Source: an optimization exercise on an open RTL-to-GDS flow (aim: small area). Production flows keep margins and buffers that such runs may drop.
Function was checked by simulation only, so behaviour that the tests miss may differ from the original.
The clock port is modelled as an ideal driver; clocking choices that lean on that would not hold on a real chip.
Power figures rest on the tool's default switching activity, not on a simulated workload.

==> flow/design.v <==
`timescale 1ns/100ps
`timescale 1ns/100ps
`timescale 1ns/100ps
`timescale 1ns/100ps
`timescale 1ns/100ps
`timescale 1ns/100ps
`timescale 1ns/100ps
`timescale 1ns/100ps
`timescale 1ns/100ps
module lc4_cpu (
   input  logic        gwe,
   input  logic        i_arst_n,
   input  logic [15:0] i_imem_insn,
   output logic [15:0] o_imem_addr,
   input  logic [15:0] i_dmem_data,
   output logic [15:0] o_dmem_addr,
   output logic        o_dmem_we,
   output logic [15:0] o_dmem_wdata,
   output logic        o_retire_valid,
   output logic [15:0] o_retire_pc,
   output logic [15:0] o_retire_insn,
   output logic        o_retire_we,
   output logic [2:0]  o_retire_wsel,
   output logic [15:0] o_retire_data
);
   logic       init;     
   logic [2:0] ph;       
   logic       rot;      
   logic       last;
   assign last = (ph == 3'd7);
   always_ff @(posedge gwe or negedge i_arst_n) begin
      if (!i_arst_n) begin
         init <= 1'b1;
         ph   <= 3'd0;
         rot  <= 1'b0;
      end else begin
         ph <= ph + 3'd1;
         if (last) begin
            init <= 1'b0;
            rot  <= ~rot & ~init;
         end
      end
   end
   logic [15:0] insn;
   logic [3:0]  op;
   logic        is_br, is_arith, is_logic, is_ldr, is_str, is_const, is_jmp, is_jmpr;
   logic        regwe, cond, taken_rel;
   logic        nf, zf;    
   assign insn     = i_imem_insn;
   assign op       = insn[15:12];
   assign is_br    = (op == 4'b0000);
   assign is_arith = (op == 4'b0001);
   assign is_logic = (op == 4'b0101);
   assign is_ldr   = (op == 4'b0110);
   assign is_str   = (op == 4'b0111);
   assign is_const = (op == 4'b1001);
   assign is_jmp   = (op == 4'b1100);
   assign is_jmpr  = is_jmp & ~insn[11];
   assign regwe = (is_arith & (insn[5] | ~insn[3])) | is_logic | is_ldr | is_const;
   assign cond      = (insn[11] & nf) | (insn[10] & zf) | (insn[9] & ~nf & ~zf);
   assign taken_rel = (is_br & cond) | (is_jmp & insn[11]);
   logic        w5, w6, w9, sgn;
   logic [15:0] imm;
   assign w5  = is_arith | is_logic;
   assign w6  = is_ldr | is_str;
   assign w9  = is_br | is_const;
   assign sgn = w5 ? insn[4] : w6 ? insn[5] : w9 ? insn[8] : insn[10];
   always_comb begin
      imm        = {16{sgn}};
      imm[4:0]   = insn[4:0];
      if (!w5)        imm[5]    = insn[5];
      if (!w5 && !w6) imm[8:6]  = insn[8:6];
      if (!w5 && !w6 && !w9) imm[10:9] = insn[10:9];
      if (rot && !taken_rel) imm = 16'd0;
   end
   logic [15:0] rf [8];    
   logic [15:0] pc_q;      
   logic [15:0] a_q;       
   logic [15:0] b_q;       
   logic [1:0]  rs_dig, rt_dig, pc_dig, imm_dig;
   logic [2:0]  rt_sel;
   assign rt_sel  = is_str ? insn[11:9] : insn[2:0];
   assign rs_dig  = rf[insn[8:6]][1:0];
   assign rt_dig  = rf[rt_sel][1:0];
   assign pc_dig  = pc_q[{ph, 1'b0} +: 2];
   assign imm_dig = imm[{ph, 1'b0} +: 2];
   logic       sub, cin0, c_in, c_q, use_rt;
   logic [1:0] opa, opb;
   logic [2:0] sum;
   assign use_rt = ~rot & w5 & ~insn[5];
   assign sub    = ~rot & is_arith & ~insn[5] & insn[4];
   assign cin0   = rot ? ~is_jmpr : sub;
   assign c_in   = (ph == 3'd0) ? cin0 : c_q;
   assign opa    = (rot & ~is_jmpr) ? pc_dig : rs_dig;
   assign opb    = (use_rt ? rt_dig : imm_dig) ^ {2{sub}};
   assign sum    = {1'b0, opa} + {1'b0, opb} + {2'b00, c_in};
   always_ff @(posedge gwe) c_q <= sum[2];
   logic [1:0] alu, b_in, a_in;
   logic [3:0] tt;
   logic [1:0] y;
   logic       use_sum;
   assign y       = is_str ? rt_dig : opb;
   assign use_sum = ~(is_logic | is_const | is_str | is_ldr);
   always_comb begin
      if (is_logic & ~insn[5]) begin
         case (insn[4:3])
            2'b00:   tt = 4'b1000;    
            2'b01:   tt = 4'b0011;    
            2'b10:   tt = 4'b1110;    
            default: tt = 4'b0110;    
         endcase
      end else if (is_logic)
         tt = 4'b1000;                
      else if (is_ldr)
         tt = 4'b0000;                
      else
         tt = 4'b1010;                
   end
   assign alu = use_sum ? sum[1:0] : {tt[{rs_dig[1], y[1]}], tt[{rs_dig[0], y[0]}]};
   assign b_in = rot ? b_q[1:0] : alu;
   assign a_in = init ? {(ph == 3'd4) | (ph == 3'd7), 1'b0} : sum[1:0];
   logic ld_now;
   assign ld_now = rot & (ph == 3'd0) & is_ldr;
   always_ff @(posedge gwe) begin
      a_q <= {a_in, a_q[15:2]};
      b_q <= {b_in, b_q[15:2]} | ({i_dmem_data[1:0], i_dmem_data[15:2]} & {16{ld_now}});
      if (last & (rot | init))
         pc_q <= {a_in, a_q[15:2]};
   end
   always_ff @(posedge gwe) begin
      if (last & (init | (rot & regwe))) begin
         nf <= b_q[1] & ~init;
         zf <= (b_q == 16'd0) | init;
      end
   end
   logic [1:0] w_dig;
   assign w_dig = (ld_now ? i_dmem_data[1:0] : b_q[1:0]) & {2{~init}};
   always_ff @(posedge gwe) begin
      for (int k = 0; k < 8; k++) begin
         if (init | (rot & regwe & (insn[11:9] == 3'(k))))
            rf[k] <= {w_dig, rf[k][15:2]};
         else
            rf[k] <= {rf[k][1:0], rf[k][15:2]};
      end
   end
   assign o_imem_addr    = pc_q;
   assign o_dmem_addr    = a_q;
   assign o_dmem_wdata   = b_q;
   assign o_dmem_we      = ~init & rot & (ph == 3'd0) & is_str;
   assign o_retire_valid = ~init & rot & last;
   assign o_retire_pc    = pc_q;
   assign o_retire_insn  = insn;
   assign o_retire_we    = regwe;
   assign o_retire_wsel  = insn[11:9];
   assign o_retire_data  = {b_q[1:0], b_q[15:2]};
endmodule
export LEC_CHECK = 0
export ABC_AREA = 1
export CAP_MARGIN = 20
export CORE_MARGIN = 2
export CORE_UTILIZATION = 70
export CTS_BUF_LIST = sky130_fd_sc_hd__clkbuf_8
export PLACE_DENSITY = 0.85
export SLEW_MARGIN = 20
create_clock -name core_clock -period 5.2 [get_ports {gwe}]
standard.sh (not shown) runs the stock make flow with config.mk's settings and CLKGATE_MAP_FILE= SYNTH_SCRIPT=/design/flow/synth_recipe.tcl, a recipe that flattens the netlist after the stock synthesis.
==> flow/flow/run.sh <==
#!/bin/bash
# Layout: the standard flow (standard.sh) with these changes:
#  - the port buffers are sky130_fd_sc_hd__buf_1 (BUFFER_PORTS_ARGS);
#  - clock tree synthesis inserts no dummy loads (CTS_ARGS), and after it
#    flow/post_cts.tcl swaps clock buffers for smaller ones where the clock
#    slew stays low (POST_CTS_TCL);
#  - synthesis maps the logic with flow/abc.script in place of ORFS's abc
#    script. It is synth_recipe.tcl with a wrapper around yosys abc that swaps
#    the -script argument; everything else in synthesis, registers included,
#    is as synth_recipe.tcl makes it.
# Each tool's output goes to a log in this folder: synth_tcl.log (the script),
# standard.log (make and every ORFS step; ORFS's own per-step logs are under orfs/logs).
set -euo pipefail
here=$(pwd)
export BUFFER_PORTS_ARGS="-buffer_cell sky130_fd_sc_hd__buf_1"
export MY_ABC_SCRIPT="$here/flow/abc.script"
export POST_CTS_TCL="$here/flow/post_cts.tcl"
export CTS_ARGS="-sink_clustering_enable -repair_clock_nets -buf_list sky130_fd_sc_hd__clkbuf_8 -dont_use_dummy_load"
{
  head -n 1 synth_recipe.tcl
  cat <<'TCL'
proc abc {args} {
  set i [lsearch -exact $args -script]
  if {$i >= 0} {
    set args [lreplace $args $i [expr {$i + 1}] -script $::env(MY_ABC_SCRIPT)]
  }
  yosys abc {*}$args
}
TCL
  tail -n +2 synth_recipe.tcl
} > my_synth.tcl
cp my_synth.tcl synth_tcl.log
sed "s#SYNTH_SCRIPT=[^ ]*#SYNTH_SCRIPT=$here/my_synth.tcl#" standard.sh > my_standard.sh
grep -q "SYNTH_SCRIPT=$here/my_synth.tcl" my_standard.sh
bash my_standard.sh > standard.log 2>&1
==> flow/flow/post_cts.tcl <==
set small_cell sky130_fd_sc_hd__clkbuf_4
set slew_cap_ps 120.0

proc clk_load_slew_ps { inst } {
  set worst 0.0
  set net [get_nets -of_objects [get_pins [get_full_name $inst]/X]]
  foreach pin [get_pins -of_objects $net] {
    if { [get_property $pin direction] ne "input" } { continue }
    foreach prop {slew_max_rise slew_max_fall} {
      set s [expr {1000.0 * [get_property $pin $prop]}]
      if { $s > $worst } { set worst $s }
    }
  }
  return $worst
}

estimate_parasitics -placement
set swapped 0
foreach inst [get_cells *] {
  set master [get_property $inst ref_name]
  if { $master ne "sky130_fd_sc_hd__clkbuf_8" } { continue }
  set name [get_full_name $inst]
  replace_cell $name $small_cell
  estimate_parasitics -placement
  set s [clk_load_slew_ps $inst]
  if { $s > $slew_cap_ps } {
    replace_cell $name $master
    estimate_parasitics -placement
    puts "post_cts: keep $name ($master): [format %.1f $s] ps with $small_cell"
  } else {
    incr swapped
    puts "post_cts: $name -> $small_cell: [format %.1f $s] ps"
  }
}
puts "post_cts: swapped $swapped clock buffers"
detailed_placement
check_placement -verbose
Other scripts of this flow, unchanged in this note and not shown: flow/flow/abc.script
The baseline passed the timing, DRC and antenna checks.
Change:
--- a/flow/flow/run.sh
+++ b/flow/flow/run.sh
@@ -3,5 +3,3 @@
 #  - the port buffers are sky130_fd_sc_hd__buf_1 (BUFFER_PORTS_ARGS);
-#  - clock tree synthesis inserts no dummy loads (CTS_ARGS), and after it
-#    flow/post_cts.tcl swaps clock buffers for smaller ones where the clock
-#    slew stays low (POST_CTS_TCL);
+#  - clock tree synthesis inserts no dummy loads (CTS_ARGS);
 #  - synthesis maps the logic with flow/abc.script in place of ORFS's abc
@@ -16,4 +14,3 @@
 export MY_ABC_SCRIPT="$here/flow/abc.script"
-export POST_CTS_TCL="$here/flow/post_cts.tcl"
-export CTS_ARGS="-sink_clustering_enable -repair_clock_nets -buf_list sky130_fd_sc_hd__clkbuf_8 -dont_use_dummy_load"
+export CTS_ARGS="-sink_clustering_enable -repair_clock_nets -buf_list sky130_fd_sc_hd__clkbuf_16 -sink_clustering_size 30 -dont_use_dummy_load"
 {
- CORE_UTILIZATION: 70 -> 40
- PLACE_DENSITY: 0.85 -> 0.6
removed: flow/flow/post_cts.tcl
=>
- sequential power barely changes
- clock skew decreases by 0.018 ns
- non-clock buffer count increases by 2
- total power rises by about 14%
- routed wire length decreases by about 13%
- clock power climbs by about 60%
- setup slack gets better by 0.010 ns
- cell area goes up by 5.5%
- global-route usage went down by 16 points
- count of clock-buffer cells in the layout is unchanged
- utilization drops by 30 points
Change:
--- a/flow/flow/run.sh
+++ b/flow/flow/run.sh
@@ -14,3 +14,3 @@
 export MY_ABC_SCRIPT="$here/flow/abc.script"
-export CTS_ARGS="-sink_clustering_enable -repair_clock_nets -buf_list sky130_fd_sc_hd__clkbuf_16 -sink_clustering_size 30 -dont_use_dummy_load"
+export CTS_ARGS="-sink_clustering_enable -repair_clock_nets -buf_list sky130_fd_sc_hd__clkbuf_8 -dont_use_dummy_load"
 {
Result: The changed run passed the timing, DRC and antenna checks. Setup slack gets better by 0.036 ns. Clock power shrinks by 32%. Combinational power hardly moves. Core utilization shrinks by 1.4 points. Non-clock buffer count stays the same. Design area goes down by 2.9%. Critical path depth is unchanged. Via count falls by 0.33%. Sequential cell count does not change.

* * *

Starts from the design.v that is shown in full above.
Settings: LEC_CHECK=0, ABC_AREA=1, CAP_MARGIN=20, CORE_MARGIN=2, CORE_UTILIZATION=40, CTS_BUF_LIST=sky130_fd_sc_hd__clkbuf_8, PLACE_DENSITY=0.6, SLEW_MARGIN=20; clock period 5.2 ns.
==> flow/flow/run.sh <==
#!/bin/bash
# Layout: the standard flow (standard.sh) with these changes:
#  - the port buffers are sky130_fd_sc_hd__buf_1 (BUFFER_PORTS_ARGS);
#  - clock tree synthesis inserts no dummy loads (CTS_ARGS), and after it
#    flow/post_cts.tcl swaps clock buffers for smaller ones where the clock
#    slew stays low (POST_CTS_TCL);
#  - synthesis maps the logic with flow/abc.script in place of ORFS's abc
#    script. It is synth_recipe.tcl with a wrapper around yosys abc that swaps
#    the -script argument; everything else in synthesis, registers included,
#    is as synth_recipe.tcl makes it.
# Each tool's output goes to a log in this folder: synth_tcl.log (the script),
# standard.log (make and every ORFS step; ORFS's own per-step logs are under orfs/logs).
set -euo pipefail
here=$(pwd)
export BUFFER_PORTS_ARGS="-buffer_cell sky130_fd_sc_hd__buf_1"
export MY_ABC_SCRIPT="$here/flow/abc.script"
export POST_CTS_TCL="$here/flow/post_cts.tcl"
export CTS_ARGS="-sink_clustering_enable -repair_clock_nets -buf_list sky130_fd_sc_hd__clkbuf_8 -dont_use_dummy_load"
{
  head -n 1 synth_recipe.tcl
  cat <<'TCL'
proc abc {args} {
  set i [lsearch -exact $args -script]
  if {$i >= 0} {
    set args [lreplace $args $i [expr {$i + 1}] -script $::env(MY_ABC_SCRIPT)]
  }
  yosys abc {*}$args
}
TCL
  tail -n +2 synth_recipe.tcl
} > my_synth.tcl
cp my_synth.tcl synth_tcl.log
sed "s#SYNTH_SCRIPT=[^ ]*#SYNTH_SCRIPT=$here/my_synth.tcl#" standard.sh > my_standard.sh
grep -q "SYNTH_SCRIPT=$here/my_synth.tcl" my_standard.sh
bash my_standard.sh > standard.log 2>&1
==> flow/flow/post_cts.tcl <==
set small_cell sky130_fd_sc_hd__clkbuf_4
set slew_cap_ps 105.0

proc clk_load_slew_ps { inst } {
  set worst 0.0
  set net [get_nets -of_objects [get_pins [get_full_name $inst]/X]]
  foreach pin [get_pins -of_objects $net] {
    if { [get_property $pin direction] ne "input" } { continue }
    foreach prop {slew_max_rise slew_max_fall} {
      set s [expr {1000.0 * [get_property $pin $prop]}]
      if { $s > $worst } { set worst $s }
    }
  }
  return $worst
}

estimate_parasitics -placement
set swapped 0
foreach inst [get_cells *] {
  set master [get_property $inst ref_name]
  if { $master ne "sky130_fd_sc_hd__clkbuf_8" } { continue }
  set name [get_full_name $inst]
  replace_cell $name $small_cell
  estimate_parasitics -placement
  set s [clk_load_slew_ps $inst]
  if { $s > $slew_cap_ps } {
    replace_cell $name $master
    estimate_parasitics -placement
    puts "post_cts: keep $name ($master): [format %.1f $s] ps with $small_cell"
  } else {
    incr swapped
    puts "post_cts: $name -> $small_cell: [format %.1f $s] ps"
  }
}
puts "post_cts: swapped $swapped clock buffers"
detailed_placement
check_placement -verbose
Other scripts of this flow, unchanged in this note and not shown: flow/flow/abc.script
The baseline went through all stages and came out clean.
Rerun with:
--- a/flow/flow/post_cts.tcl
+++ b/flow/flow/post_cts.tcl
@@ -2 +2 @@
-set slew_cap_ps 105.0
+set slew_cap_ps 120.0
- GPL_TIMING_DRIVEN: not set -> 0
Power went up by 1.1%.
Core utilization goes up by 2.4 points.
Cell area increases by 5.3%.
Die area does not change.
Global-route usage drops by 0.32 points.
Combinational power came out higher by 21%.
Rerun with:
--- a/flow/flow/run.sh
+++ b/flow/flow/run.sh
@@ -4,3 +4 @@
-#  - clock tree synthesis inserts no dummy loads (CTS_ARGS), and after it
-#    flow/post_cts.tcl swaps clock buffers for smaller ones where the clock
-#    slew stays low (POST_CTS_TCL);
+#  - clock tree synthesis inserts no dummy loads (CTS_ARGS);
@@ -17 +14,0 @@
-export POST_CTS_TCL="$here/flow/post_cts.tcl"
- CORE_UTILIZATION: 40 -> 60
- GPL_TIMING_DRIVEN: 0 -> not set
- PLACE_DENSITY: 0.6 -> 0.75
removed: flow/flow/post_cts.tcl
Outcome: The new run ran to the end with no violations; power climbs slightly; clock skew drops by 8.1 ps; die area drops by a quarter to a third.
Rerun with:
--- a/flow/flow/run.sh
+++ b/flow/flow/run.sh
@@ -4 +4,3 @@
-#  - clock tree synthesis inserts no dummy loads (CTS_ARGS);
+#  - clock tree synthesis inserts no dummy loads (CTS_ARGS), and after it
+#    flow/post_cts.tcl swaps clock buffers for smaller ones where the clock
+#    slew stays low (POST_CTS_TCL);
@@ -14,0 +17 @@
+export POST_CTS_TCL="$here/flow/post_cts.tcl"
==> flow/flow/post_cts.tcl (new file) <==
set small_cell sky130_fd_sc_hd__clkbuf_4
set slew_cap_ps 120.0

proc clk_load_slew_ps { inst } {
  set worst 0.0
  set net [get_nets -of_objects [get_pins [get_full_name $inst]/X]]
  foreach pin [get_pins -of_objects $net] {
    if { [get_property $pin direction] ne "input" } { continue }
    foreach prop {slew_max_rise slew_max_fall} {
      set s [expr {1000.0 * [get_property $pin $prop]}]
      if { $s > $worst } { set worst $s }
    }
  }
  return $worst
}

estimate_parasitics -placement
set swapped 0
foreach inst [get_cells *] {
  set master [get_property $inst ref_name]
  if { $master ne "sky130_fd_sc_hd__clkbuf_8" } { continue }
  set name [get_full_name $inst]
  replace_cell $name $small_cell
  estimate_parasitics -placement
  set s [clk_load_slew_ps $inst]
  if { $s > $slew_cap_ps } {
    replace_cell $name $master
    estimate_parasitics -placement
    puts "post_cts: keep $name ($master): [format %.1f $s] ps with $small_cell"
  } else {
    incr swapped
    puts "post_cts: $name -> $small_cell: [format %.1f $s] ps"
  }
}
puts "post_cts: swapped $swapped clock buffers"
detailed_placement
check_placement -verbose
- CAP_MARGIN: 20 -> 0
- CORE_UTILIZATION: 60 -> 40
- PLACE_DENSITY: 0.75 -> 0.6
- SLEW_MARGIN: 20 -> 0
Cell area stays flat.
Via count drops by 1.9%.
Power drops by 3.3%.
Final cell count climbs by 7.1%.
Maximum frequency barely changes.
Global-route usage drops by 6.9 points.

-- separate check: timing with driven ports --
How much do the figures lean on ideal ports? The routed layouts below were timed once more, with nothing changed but the port constraints.
Step 1 (the two cells are an assumption about what drives the block):
set clk [get_ports {gwe}]
set_driving_cell -lib_cell sky130_fd_sc_hd__clkbuf_16 $clk
set_driving_cell -lib_cell sky130_fd_sc_hd__buf_2 [delete_from_list [all_inputs] $clk]
Step 2 times the ports against the registers' clock, not the clock port: input delays grow and output delays shrink by t, the midpoint of the rising clock arrivals with the driver on.
a / b / c = ideal / step 1 / step 2; a / b = the first two.
| run | shift t [ns] | slack for setup (ns) | worst data-port slew with drivers (ns) |
|---|---|---|---|
| the first run of note 1 | 0.450 | 0.438 / 0.452 / 0.002 | 0.06 |
| the second run of note 1 | 0.452 | 0.448 / 0.466 / 0.015 | 0.05 |
| the third run of note 1 | 0.470 | 0.484 / 0.499 / 0.029 | 0.05 |
| the first run of note 2 | 0.462 | 0.510 / 0.525 / 0.063 | 0.05 |
| the second run of note 2 | 0.448 | 0.323 / 0.306 / -0.142 | 0.05 |
| the third run of note 2 | 0.452 | 0.469 / 0.479 / 0.027 | 0.05 |
| the fourth run of note 2 | 0.453 | 0.476 / 0.490 / 0.037 | 0.05 |
Met with ideal ports but missed after step 2: setup timing in the second run of note 2. The setup slack of the second run of note 2, which loses most, moves by -0.017 ns with the drivers and by -0.465 ns with both steps.
